From an optimization exercise on the open Yosys and OpenROAD flow, aimed at a short achievable clock period and few clock cycles per item; shortcuts taken in it are not production practice.
Function was checked by simulation only, so behaviour that the tests miss may differ from the original.
No activity file was given, so power comes from the tool's default toggle rates.

## mips_core_top
module mips_core_top (
    input  logic                aclk,
    input  logic                arst_n,
    output logic [31:0]      inst_addr,
    input  logic [31:0]      inst_rdata,
    output logic                dmem_en,
    output logic                dmem_we,
    output logic [31:0]         dmem_addr,
    output logic [31:0]         dmem_wdata,
    input  logic [31:0]      dmem_rdata,
    output logic [31:0]      debug_wb_pc,
    output logic [31:0]      debug_wb_rf_wdata,
    output logic [3:0]          debug_wb_rf_wen,
    output logic [4:0]   debug_wb_rf_wnum
);
clock: 10.0 ns
lec_check: 0
abc_clock_period_in_ps: 3000
cap_margin: 20
core_margin: 2
core_utilization: 58
slew_margin: 20
synth_hierarchical: 1
standard.sh (not shown) runs the stock make flow with config.mk's settings and CLKGATE_MAP_FILE= SYNTH_SCRIPT=/design/flow/synth_recipe.tcl, a recipe that flattens the netlist after the stock synthesis.
==> flow/flow/run.sh <==
#!/bin/bash
# The standard layout with one change:
#  - setup repair aims well past the 10 ns clock, so the achieved period
#    keeps shrinking;
cp standard.sh standard_sh.copy.log
cp config.mk config_mk.copy.log
export SETUP_SLACK_MARGIN=7
bash standard.sh > standard.log 2>&1
Testbench counts at the start, summed over its fixed seeds: cycles 47,980, instrs 47,475.
Change:
--- a/flow/design.v
+++ b/flow/design.v
@@ -130,23 +130,26 @@
         for (int i = 0; i < 4; i++) begin
             bt_h[i] = bt_v[i] && (bt_key[30*i +: 30] == pc);
             bt_t    = bt_t | ({30{bt_h[i]}} & bt_tgt[30*i +: 30]);
         end
     end
     assign bt_hit  = |bt_h;
     assign pc_inc  = pc + 30'd1;
     assign pc_seq  = bt_hit ? bt_t : pc_inc;
+    logic [31:2] pc_alt;
+    logic        use_f;
     always_comb begin
-        if (x_redirect)                  pc_next = e_target;
-        else if (d_redir)                pc_next = d_tgt;
-        else if (stall)                  pc_next = pc;
-        else if (f_ub)                   pc_next = f_tgt;
-        else                             pc_next = pc_seq;
+        if (x_redirect)   pc_alt = e_target;
+        else if (d_redir) pc_alt = d_tgt;
+        else if (stall)   pc_alt = pc;
+        else              pc_alt = pc_seq;
     end
+    assign use_f   = f_ub && !x_redirect && !d_redir && !stall;
+    assign pc_next = use_f ? f_tgt : pc_alt;
 endmodule
 `timescale 1ns/1ps
 module reg_file (
     input  logic        aclk,
     input  logic        arst_n,
     input  logic [4:0]  ra,
     input  logic [4:0]  rb,
     input  logic [31:0] ra_oh,   
@@ -238,27 +241,16 @@
     input  logic aclk,
     input  logic d,
     output logic q
 );
     always_ff @(posedge aclk) begin
         q <= d;
     end
 endmodule
-module out_pc_reg (
-    input  logic        aclk,
-    input  logic        arst_n,
-    input  logic [31:2] d,
-    output logic [31:2] q
-);
-    always_ff @(posedge aclk or negedge arst_n) begin
-        if (!arst_n) q <= '0;
-        else         q <= d;
-    end
-endmodule
 `timescale 1ns/1ps
 module mips_core_top (
     input  logic                aclk,
     input  logic                arst_n,
     output logic [31:0]      inst_addr,
     input  logic [31:0]      inst_rdata,
     output logic                dmem_en,
     output logic                dmem_we,
@@ -507,22 +499,19 @@
         .bt_tgt     ({bt_tgt[3], bt_tgt[2], bt_tgt[1], bt_tgt[0]}),
         .bt_hit     (bt_hit),
         .f_ub       (f_ub),
         .f_short    (f_short),
         .pc_next    (pc_next)
     );
     logic [31:2] pc_o;
     assign inst_addr = {pc_o, 2'b00};
-    out_pc_reg u_pc_o (
-        .aclk   (aclk),
-        .arst_n (arst_n),
-        .d      (pc_next),
-        .q      (pc_o)
-    );
+    always_ff @(posedge aclk) begin
+        pc_o <= arst_n ? pc_next : '0;
+    end
     always_ff @(posedge aclk or negedge arst_n) begin
         if (!arst_n) begin
             pc      <= '0;
             d_valid <= 1'b0;
             d_nseq  <= 1'b0;
             d_fub   <= 1'b0;
             d_instr <= '0;
         end else begin
Result:
- global-route usage is about the same
- power is higher by 3.7%
- sequential cell count stays the same
- wire length stays flat
- sequential power is higher by 3.6%
- via count shrinks by 0.70%
- cell count barely changes
- utilization increases by 0.32 points
- clock power went down by 2.5%
- worst setup slack is worse by 170 ps
- synthesized cell count falls by 0.42%
- fmax fell by 4.6%
Testbench counts after the change, summed over its fixed seeds: cycles 47,980, instrs 47,475.


mips_core_top, a different RTL version from the one above (not shown whole).
Size: about 7500 cells after synthesis, ~0.090 mm² of cells after synthesis.
Settings: LEC_CHECK=0, ABC_CLOCK_PERIOD_IN_PS=3000, CAP_MARGIN=20, CORE_MARGIN=2, CORE_UTILIZATION=58, SLEW_MARGIN=20, SYNTH_HIERARCHICAL=1; clock period 10.0 ns.
Scripts as last shown in full above: flow/flow/run.sh
The first run completed with no timing, DRC or antenna violations.
Testbench counts at the start, summed over its fixed seeds: cycles 47,980, instrs 47,475.
Rerun with:
--- a/flow/design.v
+++ b/flow/design.v
@@ -128,30 +128,27 @@
     always_comb begin
         bt_t = '0;
         for (int i = 0; i < 4; i++) begin
             bt_h[i] = bt_v[i] && (bt_key[30*i +: 30] == pc);
             bt_t    = bt_t | ({30{bt_h[i]}} & bt_tgt[30*i +: 30]);
         end
     end
     assign bt_hit  = |bt_h;
     assign pc_inc  = pc + 30'd1;
     assign pc_seq  = bt_hit ? bt_t : pc_inc;
-    logic [31:2] pc_alt;
-    logic        use_f;
     always_comb begin
-        if (x_redirect)   pc_alt = e_target;
-        else if (d_redir) pc_alt = d_tgt;
-        else if (stall)   pc_alt = pc;
-        else              pc_alt = pc_seq;
+        if (x_redirect)                  pc_next = e_target;
+        else if (d_redir)                pc_next = d_tgt;
+        else if (stall)                  pc_next = pc;
+        else if (f_ub)                   pc_next = f_tgt;
+        else                             pc_next = pc_seq;
     end
-    assign use_f   = f_ub && !x_redirect && !d_redir && !stall;
-    assign pc_next = use_f ? f_tgt : pc_alt;
 endmodule
 `timescale 1ns/1ps
 module reg_file (
     input  logic        aclk,
     input  logic        arst_n,
     input  logic [4:0]  ra,
     input  logic [4:0]  rb,
     input  logic [31:0] ra_oh,   
     input  logic [31:0] rb_oh,
     output logic [31:0] rdata_a,
@@ -239,31 +236,20 @@
 `timescale 1ns/1ps
 module out_bit_reg (
     input  logic aclk,
     input  logic d,
     output logic q
 );
     always_ff @(posedge aclk) begin
         q <= d;
     end
 endmodule
-module out_pc_reg (
-    input  logic        aclk,
-    input  logic        arst_n,
-    input  logic [31:2] d,
-    output logic [31:2] q
-);
-    always_ff @(posedge aclk or negedge arst_n) begin
-        if (!arst_n) q <= '0;
-        else         q <= d;
-    end
-endmodule
 `timescale 1ns/1ps
 module mips_core_top (
     input  logic                aclk,
     input  logic                arst_n,
     output logic [31:0]      inst_addr,
     input  logic [31:0]      inst_rdata,
     output logic                dmem_en,
     output logic                dmem_we,
     output logic [31:0]         dmem_addr,
     output logic [31:0]         dmem_wdata,
@@ -508,26 +494,23 @@
         .bt_v       ({bt_v[3], bt_v[2], bt_v[1], bt_v[0]}),
         .bt_key     ({bt_key[3], bt_key[2], bt_key[1], bt_key[0]}),
         .bt_tgt     ({bt_tgt[3], bt_tgt[2], bt_tgt[1], bt_tgt[0]}),
         .bt_hit     (bt_hit),
         .f_ub       (f_ub),
         .f_short    (f_short),
         .pc_next    (pc_next)
     );
     logic [31:2] pc_o;
     assign inst_addr = {pc_o, 2'b00};
-    out_pc_reg u_pc_o (
-        .aclk   (aclk),
-        .arst_n (arst_n),
-        .d      (pc_next),
-        .q      (pc_o)
-    );
+    always_ff @(posedge aclk) begin
+        pc_o <= arst_n ? pc_next : '0;
+    end
     always_ff @(posedge aclk or negedge arst_n) begin
         if (!arst_n) begin
             pc      <= '0;
             d_valid <= 1'b0;
             d_nseq  <= 1'b0;
             d_fub   <= 1'b0;
             d_instr <= '0;
         end else begin
             pc <= pc_next;
             if (x_redirect || r_redir) d_valid <= 1'b0;
Total power goes up by 0.64%.
Clock power goes up by about 0.9%.
Routed wire length is higher by 2.2%.
Sequential cell count does not change.
Maximum frequency drops by 3.9%.
Setup slack is worse by 0.15 ns.
Testbench counts after the change, summed over its fixed seeds: cycles 47,980, instrs 47,475.


Setup of run B:
Another version of the RTL of mips_core_top (not shown whole).
Size in the first run: roughly 7600 cells after synthesis, ~240 I/O pins.
==> flow/config.mk <==
export PLATFORM = sky130hd
export DESIGN_NAME = mips_core_top
export DESIGN_NICKNAME = mips_core_top
export VERILOG_FILES = /design/flow/design.v
export SDC_FILE = /design/flow/constraint.sdc
export NUM_CORES = 4
export LEC_CHECK = 0
export ABC_CLOCK_PERIOD_IN_PS = 3000
export CAP_MARGIN = 20
export CORE_MARGIN = 2
export CORE_UTILIZATION = 58
export SLEW_MARGIN = 20
export SYNTH_HIERARCHICAL = 1
==> flow/constraint.sdc <==
create_clock -name core_clock -period 10.0 [get_ports {aclk}]
set_input_delay 2.0000 -clock core_clock [delete_from_list [all_inputs] [get_ports {aclk}]]
set_output_delay 2.0000 -clock core_clock [all_outputs]
set_load 0.01 [all_outputs]
Scripts as last shown in full above: flow/flow/run.sh
Testbench counts of run B, summed over its fixed seeds: cycles 47,980, instrs 47,475.
Relative to run B, the following input files were edited for run E:
--- a/flow/design.v
+++ b/flow/design.v
@@ -385,14 +385,20 @@
     logic [31:0] op_a, op_b;
     assign op_a = a_w ? m_value : rf_a;
     assign op_b = t_w ? m_value : rf_b;
     logic        d_redir;
     logic [31:2] d_tgt;
     logic        d_ub;
-    assign d_ub    = d_valid && is_ub && !x_redirect && !x_kill;
+    assign d_ub    = d_valid && is_ub && !x_redirect && !x_kill && !r_redir;
     assign d_redir = d_ub && !d_fub;
+    logic        r_redir;
+    logic [31:2] l_tgt;               
+    always_ff @(posedge aclk or negedge arst_n) begin
+        if (!arst_n) r_redir <= 1'b0;
+        else         r_redir <= d_redir;
+    end
     assign d_tgt   = d_pc + 30'd1 + imm_s[29:0];
     logic [6:0] ctl_d;
     logic [6:0] ctl_q [4];
     logic [3:0] c_a_m, c_a_e, c_b_m, c_b_e, c_r_sum, c_r_and, c_r_or;
     assign ctl_d = {use_rs && a_m,
                     !(use_rs && a_m),
@@ -414,13 +420,13 @@
         assign c_b_m[k]   = ctl_q[k][4];
         assign c_b_e[k]   = ctl_q[k][3];
         assign c_r_sum[k] = ctl_q[k][2];
         assign c_r_and[k] = ctl_q[k][1];
         assign c_r_or[k]  = ctl_q[k][0];
     end
-    assign d_go = d_valid && !stall && !x_redirect && !x_kill &&
+    assign d_go = d_valid && !stall && !x_redirect && !x_kill && !r_redir &&
                   (r_ok || is_addiu || is_lui || is_lw || is_sw || is_cb);
     always_ff @(posedge aclk or negedge arst_n) begin
         if (!arst_n) begin
             e_valid  <= 1'b0;
             e_we     <= 1'b0;
             e_load   <= 1'b0;
@@ -473,14 +479,14 @@
     logic        f_ub, f_short;
     fetch_next u_fetch_next (
         .pc         (pc),
         .inst_rdata (inst_rdata),
         .x_redirect (x_redirect),
         .e_target   (e_target),
-        .d_redir    (d_redir),
-        .d_tgt      (d_tgt),
+        .d_redir    (r_redir),
+        .d_tgt      (l_tgt),
         .stall      (stall),
         .bt_v       ({bt_v[3], bt_v[2], bt_v[1], bt_v[0]}),
         .bt_key     ({bt_key[3], bt_key[2], bt_key[1], bt_key[0]}),
         .bt_tgt     ({bt_tgt[3], bt_tgt[2], bt_tgt[1], bt_tgt[0]}),
         .bt_hit     (bt_hit),
         .f_ub       (f_ub),
@@ -498,13 +504,13 @@
             d_valid <= 1'b0;
             d_nseq  <= 1'b0;
             d_fub   <= 1'b0;
             d_instr <= '0;
         end else begin
             pc <= pc_next;
-            if (x_redirect || d_redir) d_valid <= 1'b0;
+            if (x_redirect || r_redir) d_valid <= 1'b0;
             else if (!stall)           d_valid <= 1'b1;
             if (!stall) begin
                 d_nseq  <= f_ub || bt_hit;
                 d_fub   <= f_ub && f_short;
                 d_instr <= inst_rdata;
             end
@@ -515,13 +521,13 @@
             d_pc    <= pc;
             d_rs_oh <= 32'd1 << inst_rdata[25:21];
             d_rt_oh <= 32'd1 << inst_rdata[20:16];
         end
     end
     logic        l_v, bt_known;
-    logic [31:2] l_key, l_tgt;
+    logic [31:2] l_key;
     always_ff @(posedge aclk or negedge arst_n) begin
         if (!arst_n) l_v <= 1'b0;
         else         l_v <= d_ub;
     end
     always_ff @(posedge aclk) begin
         l_key <= d_pc - 30'd1;
## What came out
Re weighted congestion reported at the end of routability-driven placement: run B was higher than run E.
Number of cells on the worst reg-to-reg path: higher on run E
[compare] base=run B new=run E: final wirelength fell by 1.6%, setup slack rose by 6.2 ps.
Combinational power of run E is on par with run B.
Testbench counts of run E, summed over its fixed seeds: cycles 47,980, instrs 47,475.

-- separate check: timing with driven ports --
In the flow no input, the clock included, has a driving cell. The finished layouts below were timed again as built, in two steps. Step 1 assumes that a clkbuf_16 drives the clock port and a buf_2 every other input. Step 2 moves the port delays by t, midway between the first and last clock arrival at a register: inputs arrive t later, outputs are due t later. That takes back most of the time a late clock gives input paths. Slacks: ideal ports / drivers / drivers and shift; pairs: ideal ports / drivers.
run	t, ns	setup slack, ns	worst setup path after step 2
the first run of note 1	0.922	6.514 / 6.443 / 5.555	input to register
the second run of note 1	0.933	6.347 / 6.373 / 5.440	input to register
the first run of note 2	0.923	6.438 / 6.414 / 5.670	input to register
the second run of note 2	0.929	6.293 / 6.343 / 5.414	input to register
run B	0.920	6.454 / 6.454 / 5.591	input to register
run E	0.927	6.460 / 6.444 / 5.516	input to register
After both steps setup and hold are still met in every run listed. For the first run of note 1, which loses most, drivers alone change the setup slack by -0.071 ns; drivers and shift together by -0.959 ns.
